Source: an optimization exercise on an open RTL-to-GDS flow (aim: small area, a short achievable clock period and few clock cycles per item). Production flows keep margins and buffers that such runs may drop.
Where RTL was checked, it was by simulation tests only, not by an equivalence proof against the original.

Design aesTop, start of the top module:
module aesTop (
    input  logic        clk,
    input  logic        rstN,
    input  aesPkg::apbAddrT     paddr,
    input  logic        psel,
    input  logic        penable,
    input  logic        pwrite,
    input  aesPkg::wordT        pwdata,
    output aesPkg::wordT        prdata,
    output logic        pready,
    output logic        pslverr,
    output logic [20:0] segOut
);
    aesPkg::byteT resultByte;
    logic  coreLoad;
    aesPkg::stateT coreKey;
    aesPkg::stateT coreBlock;
    logic  coreLast;
    logic  coreIdle;
    aesPkg::stateT coreResult;
    aesApbRegs uRegs (
        .clk        (clk),
        .rstN       (rstN),
        .paddr      (paddr),
        .psel       (psel),
        .penable    (penable),
        .pwrite     (pwrite),
        .pwdata     (pwdata),
        .prdata     (prdata),
        .pready     (pready),
        .pslverr    (pslverr),
        .coreLoad   (coreLoad),
        .coreKey    (coreKey),
        .coreBlock  (coreBlock),
        .coreLast   (coreLast),
        .coreIdle   (coreIdle),
        .coreResult (coreResult),
        .resultByte (resultByte)
    );
    aesRoundEngine uEngine (
        .clk       (clk),
        .rstN      (rstN),
        .load      (coreLoad),
        .loadKey   (coreKey),
        .loadBlock (coreBlock),
        .lastRound (coreLast),
        .idle      (coreIdle),
        .finalOut  (coreResult)
    );
  ...
Settings: LEC_CHECK=0, CAP_MARGIN=20, CELL_PAD_IN_SITES_DETAIL_PLACEMENT=2, CELL_PAD_IN_SITES_GLOBAL_PLACEMENT=2, CORE_MARGIN=2, CORE_UTILIZATION=35, PLACE_DENSITY=0.45, SETUP_SLACK_MARGIN=1, SLEW_MARGIN=20, SYNTH_HIERARCHICAL=1; clock period 8.0 ns.
run.sh (not shown) runs the stock make flow with config.mk's settings and CLKGATE_MAP_FILE= SYNTH_SCRIPT=/design/flow/synth_recipe.tcl, a recipe that flattens the netlist after the stock synthesis.
Testbench counts at the start, summed over its fixed seeds: cycles 10,368, blocks 384.
Edit:
- CTS_CLUSTER_DIAMETER: unset -> 80
- CTS_CLUSTER_SIZE: unset -> 16
Die area is unchanged.
Cell count goes down slightly.
Global-route usage came out lower by 0.25 points.
Core utilization goes down by 0.79 points.
Synthesized cell count is unchanged.
Wire length goes down slightly.
Worst setup slack is worse by 15 ps.
Hold slack gains 4.2 ps.
Edit:
- CELL_PAD_IN_SITES_DETAIL_PLACEMENT: 2 -> 1
- CELL_PAD_IN_SITES_GLOBAL_PLACEMENT: 2 -> 1
- CORE_UTILIZATION: 35 -> 45
- CTS_CLUSTER_DIAMETER: 80 -> 100
- CTS_CLUSTER_SIZE: 16 -> 20
- PLACE_DENSITY: 0.45 -> 0.55
- via count is lower by 1.1%
- wire length falls by 9.1%
- core utilization is higher by 10 points
- setup slack improves by 67 ps
- register-to-register slack got worse by 70 ps
- critical path depth goes up by 15
- design area decreases by 3.1%
Edit:
- CELL_PAD_IN_SITES_DETAIL_PLACEMENT: 1 -> 2
- CELL_PAD_IN_SITES_GLOBAL_PLACEMENT: 1 -> 2
- CORE_UTILIZATION: 45 -> 35
- PLACE_DENSITY: 0.55 -> 0.45
Outcome: Core utilization decreases by 11 points; die area climbs by 28%.
Edit:
- CELL_PAD_IN_SITES_DETAIL_PLACEMENT: 2 -> 1
- CELL_PAD_IN_SITES_GLOBAL_PLACEMENT: 2 -> 1
- CORE_UTILIZATION: 35 -> 55
- PLACE_DENSITY: 0.45 -> 0.65
Hold slack is about the same.
Routed wire length drops by 11%.
Global-route usage climbs by 11 points.
Core utilization climbs by 22 points.


Setup of oak:
aesTop again, from the RTL that the note above started with.
clock: 8.0 ns
lec_check: 0
cap_margin: 20
cell_pad_in_sites_detail_placement: 1
cell_pad_in_sites_global_placement: 1
core_margin: 2
core_utilization: 45
cts_cluster_diameter: 100
cts_cluster_size: 20
place_density: 0.55
setup_slack_margin: 1.1
slew_margin: 20
synth_hierarchical: 1
oak ran to completion and came out clean on the timing, design-rule and antenna checks.
Testbench counts of oak, summed over its fixed seeds: cycles 10,368, blocks 384.
The inputs of pine differ from those of oak as listed below.
Settings: CAP_MARGIN: 20 -> 5; PLACE_DENSITY: 0.55 -> 0.45; SLEW_MARGIN: 20 -> 5; CTS_CLUSTER_DIAMETER: 100 -> unset; CTS_CLUSTER_SIZE: 20 -> unset; SETUP_SLACK_MARGIN: 1.1 -> 1; CORE_UTILIZATION: 45 -> 35; CELL_PAD_IN_SITES_DETAIL_PLACEMENT: 1 -> 2; CELL_PAD_IN_SITES_GLOBAL_PLACEMENT: 1 -> 2.
[summary]
oak | status: complete | timing, DRC, antenna: pass. The flow did not stop early for pine: all stages ran, and the layout cleared the timing, design-rule and antenna checks. The run showing the smaller placement-stage worst setup slack is oak. oak has lower via count than pine. Re final core utilization: pine is 10 points down on oak. Looking at buffering overhead, pine sits 0.48 points above oak. Ratio of final minimum period to clock period (lower): oak. oak fits on a die that is smaller than the die of pine.
Input-level comparison between birch and pine:
Settings: CAP_MARGIN now 20, was 5; SLEW_MARGIN now 20, was 5; SETUP_SLACK_MARGIN now 1.3, was 1.
==> notes.md <==
- pine and birch ended up with nearly the same weighted congestion at the end of routability-driven global placement.
- When the final numbers for pine and birch were put side by side, the routed wire length per instance turned out to be smaller in pine.
- Compare pine and birch | critical path depth lower: pine
- Compared with pine, via count in birch increased slightly.
- The run showing the greater first-pass GRT wire length is birch.
- Final cell area excluding filler cells, pine and birch: higher on birch
- | multi-input logic portion of the cell area | birch vs pine | 0.74 points higher |
- met2 capacity usage during global routing, pine and birch, higher one = birch.
Here is what was changed in the inputs of maple compared with birch.
Settings: PLACE_DENSITY: 0.45 -> 0.55; CELL_PAD_IN_SITES_DETAIL_PLACEMENT: 2 -> 1; CORE_UTILIZATION: 35 -> 45; CTS_CLUSTER_DIAMETER: unset -> 100; CTS_CLUSTER_SIZE: unset -> 20; CELL_PAD_IN_SITES_GLOBAL_PLACEMENT: 2 -> 1; SETUP_SLACK_MARGIN: 1.3 -> 0.9.
Findings:
For birch and maple, there was not a single run that failed to finish clean.
Lower number of cells after detailed placement goes to maple over birch.
Taking birch as the reference, in maple fraction of area in non-clock buffers shrank by 1.5 points; H-tree depth went down; count of vias placed by the detailed router fell 1468.
#### Input delta (cedar over maple)
Settings: CORE_UTILIZATION changed from 45 to 35; CTS_CLUSTER_SIZE changed from 20 to 24; CELL_PAD_IN_SITES_DETAIL_PLACEMENT changed from 1 to 2; CELL_PAD_IN_SITES_GLOBAL_PLACEMENT changed from 1 to 2; SETUP_SLACK_MARGIN changed from 0.9 to 1; PLACE_DENSITY changed from 0.55 to 0.45; CTS_CLUSTER_DIAMETER changed from 100 to 110.
Findings:
Summary of cedar over maple: critical path depth decreased by 15 relative to the old numbers, number of cells upsized or downsized after cts increased by 47 relative to the old numbers, non-clock buffer count increased by 26% relative to the old numbers.
NOTE: number of diodes in cedar exceeds that of maple
maple reports its critical path startpoint as uEngine.stateRegN[126] while cedar reports paddr[2].
Final core area utilization for cedar: 10 points down relative to maple
maple → cedar: routed via count picked up an extra about 1.2%, simple logic cell fraction of the synthesized area comparable, wire length after detailed routing shows an increase of 10%.


## tundra
Another version of the RTL of aesTop (not shown whole).
Size: ~100 I/O pins, about 54000 µm² of cells after synthesis.
export LEC_CHECK = 0
export CAP_MARGIN = 20
export CELL_PAD_IN_SITES_DETAIL_PLACEMENT = 2
export CELL_PAD_IN_SITES_GLOBAL_PLACEMENT = 2
export CORE_MARGIN = 2
export CORE_UTILIZATION = 35
export PLACE_DENSITY = 0.45
export SETUP_SLACK_MARGIN = 2
export SLEW_MARGIN = 20
export SYNTH_HIERARCHICAL = 1
create_clock -name core_clock -period 8.0 [get_ports {clk}]
For nickel, these inputs were changed with respect to tundra:
--- a/flow/config.mk
+++ b/flow/config.mk
@@ -12,5 +12,5 @@
 export CORE_UTILIZATION = 35
 export PLACE_DENSITY = 0.45
-export SETUP_SLACK_MARGIN = 2
+export SETUP_SLACK_MARGIN = 1
 export SLEW_MARGIN = 20
 export SYNTH_HIERARCHICAL = 1
Results
Across both runs, final-layout clock-cell area share was higher for nickel than for tundra.
in -> out as the path type of the worst setup path was reported by nickel, and reg -> reg by tundra.
Number of combinational gates with multiple inputs came out exactly the same in tundra and nickel.
No functional check of the RTL was part of any run of this note.


aesTop, a different RTL version from the one above (not shown whole).
For scale: about 5600 cells after synthesis, roughly 53000 um2 of cells after synthesis.
make LEC_CHECK=0 CAP_MARGIN=20 CELL_PAD_IN_SITES_DETAIL_PLACEMENT=1 CELL_PAD_IN_SITES_GLOBAL_PLACEMENT=1 CORE_MARGIN=2 CORE_UTILIZATION=45 CTS_BUF_LIST='sky130_fd_sc_hd__clkbuf_4 sky130_fd_sc_hd__clkbuf_8' PLACE_DENSITY=0.55 SETUP_SLACK_MARGIN=1 SLEW_MARGIN=20 SYNTH_HIERARCHICAL=1 finish   # period 8.0 ns
Testbench counts at the start, summed over its fixed seeds: cycles 10,368, blocks 384.
Then changed:
==> flow/config.mk (replaced) <==
export PLATFORM = sky130hd
export DESIGN_NAME = aesTop
export DESIGN_NICKNAME = aesTop
export VERILOG_FILES = /design/flow/design.v
export SDC_FILE = /design/flow/constraint.sdc
export NUM_CORES = 4
export LEC_CHECK = 0
export CAP_MARGIN = 20
export CELL_PAD_IN_SITES_DETAIL_PLACEMENT = 2
export CELL_PAD_IN_SITES_GLOBAL_PLACEMENT = 2
export CORE_MARGIN = 2
export CORE_UTILIZATION = 35
export PLACE_DENSITY = 0.45
export SETUP_SLACK_MARGIN = 1
export SLEW_MARGIN = 20
export SYNTH_HIERARCHICAL = 1
Worst hold slack hardly moves.
Global-route usage shrinks by 4.1 points.
Routed wire length grows by 10%.
Design area grows by about 2.2%.
Then changed:
--- a/flow/config.mk
+++ b/flow/config.mk
@@ -13,3 +13,3 @@
 export PLACE_DENSITY = 0.45
-export SETUP_SLACK_MARGIN = 1
+export SETUP_SLACK_MARGIN = 1.5
 export SLEW_MARGIN = 20
Worst setup slack improves by 330 ps.
Synthesized cell count stays the same.
Hold slack barely changes.
Global-route usage goes up by 0.34 points.
Die area stays the same.
Synthesized area is unchanged.


RTL: one of the versions met above, not the one the previous note started from.
Size: ~5,200 cells after synthesis, roughly 650 flip-flops, roughly 100 I/O pins, roughly 0.048 mm2 of cells after synthesis.
==> flow/config.mk <==
export PLATFORM = sky130hd
export DESIGN_NAME = aesTop
export DESIGN_NICKNAME = aesTop
export VERILOG_FILES = /design/flow/design.v
export SDC_FILE = /design/flow/constraint.sdc
export NUM_CORES = 4
export LEC_CHECK = 0
export CAP_MARGIN = 20
export CELL_PAD_IN_SITES_DETAIL_PLACEMENT = 2
export CELL_PAD_IN_SITES_GLOBAL_PLACEMENT = 2
export CORE_MARGIN = 2
export CORE_UTILIZATION = 35
export PLACE_DENSITY = 0.45
export SETUP_SLACK_MARGIN = 0.8
export SLEW_MARGIN = 20
export SYNTH_HIERARCHICAL = 1
==> flow/constraint.sdc <==
create_clock -name core_clock -period 8.0 [get_ports {clk}]
set_input_delay 1.6000 -clock core_clock [delete_from_list [all_inputs] [get_ports {clk}]]
set_output_delay 1.6000 -clock core_clock [all_outputs]
set_load 0.01 [all_outputs]
Testbench counts at the start, summed over its fixed seeds: cycles 10,368, blocks 384.
Change:
Settings changed: CELL_PAD_IN_SITES_DETAIL_PLACEMENT 2 to 1, CELL_PAD_IN_SITES_GLOBAL_PLACEMENT 2 to 1, CORE_UTILIZATION 35 to 45, PLACE_DENSITY 0.45 to 0.55, SETUP_SLACK_MARGIN 0.8 to 1.
The changed run completed without violations.
Die area shrinks by 22%.
Setup slack gains 0.13 ns.

## separate check: timing with driven ports
How much do the figures lean on ideal ports? The routed layouts below were timed once more, with nothing changed but the port constraints.
Step 1: set_driving_cell puts a clkbuf_16 on clk and a buf_2 on each other input, an assumption about the parent block.
Step 2, shift: input delay + t, output delay - t, t = (earliest + latest rising clock arrival at the registers) / 2. This alone moves slack from input paths to output paths.
Three values: no drivers, after step 1, after step 2; two values: the first two.
run | shift t [ns] | setup WS [ns] | worst hold slack (ns) | clock arrival spread, ns | worst register clock-pin slew, ns
the first run of note 1 | 0.734 | 1.149 / 1.123 / 1.123 | 0.479 / 0.479 / 0.479 | 0.040 / 0.040 | 0.07 / 0.07
the second run of note 1 | 0.730 | 1.134 / 1.108 / 1.108 | 0.483 / 0.483 / 0.483 | 0.041 / 0.041 | 0.08 / 0.08
the third run of note 1 | 0.679 | 1.202 / 1.192 / 1.192 | 0.484 / 0.484 / 0.484 | 0.033 / 0.032 | 0.10 / 0.10
the fourth run of note 1 | 0.711 | 1.115 / 1.089 / 1.089 | 0.487 / 0.487 / 0.487 | 0.058 / 0.058 | 0.10 / 0.10
the fifth run of note 1 | 0.668 | 1.086 / 1.086 / 1.086 | 0.484 / 0.484 / 0.484 | 0.033 / 0.034 | 0.10 / 0.10
oak | 0.676 | 1.227 / 1.203 / 1.203 | 0.483 / 0.483 / 0.483 | 0.033 / 0.033 | 0.10 / 0.10
pine | 0.734 | 1.149 / 1.123 / 1.123 | 0.479 / 0.479 / 0.479 | 0.040 / 0.040 | 0.07 / 0.07
birch | 0.730 | 1.421 / 1.421 / 1.421 | 0.479 / 0.479 / 0.479 | 0.037 / 0.037 | 0.07 / 0.07
maple | 0.680 | 1.073 / 1.073 / 1.073 | 0.485 / 0.485 / 0.485 | 0.031 / 0.031 | 0.10 / 0.10
cedar | 0.705 | 1.123 / 1.096 / 1.096 | 0.489 / 0.489 / 0.489 | 0.038 / 0.037 | 0.11 / 0.11
tundra | 0.785 | 1.724 / 1.724 / 1.724 | 0.504 / 0.504 / 0.504 | 0.052 / 0.052 | 0.07 / 0.07
nickel | 0.785 | 1.129 / 1.072 / 1.072 | 0.506 / 0.506 / 0.506 | 0.040 / 0.040 | 0.07 / 0.07
the first run of note 4 | 0.863 | 1.165 / 1.165 / 1.165 | 0.498 / 0.498 / 0.498 | 0.063 / 0.062 | 0.07 / 0.07
the second run of note 4 | 0.736 | 1.282 / 1.282 / 1.282 | 0.501 / 0.501 / 0.501 | 0.033 / 0.033 | 0.06 / 0.06
the third run of note 4 | 0.736 | 1.615 / 1.615 / 1.615 | 0.501 / 0.501 / 0.501 | 0.031 / 0.031 | 0.06 / 0.06
the first run of note 5 | 0.726 | 0.997 / 0.997 / 0.997 | 0.478 / 0.478 / 0.478 | 0.040 / 0.041 | 0.07 / 0.07
the second run of note 5 | 0.698 | 1.123 / 1.123 / 1.123 | 0.481 / 0.481 / 0.481 | 0.032 / 0.032 | 0.07 / 0.07
After both steps every run listed still meets setup and hold. For nickel, which loses most, drivers alone change the setup slack by -0.057 ns; drivers and shift together by -0.057 ns.
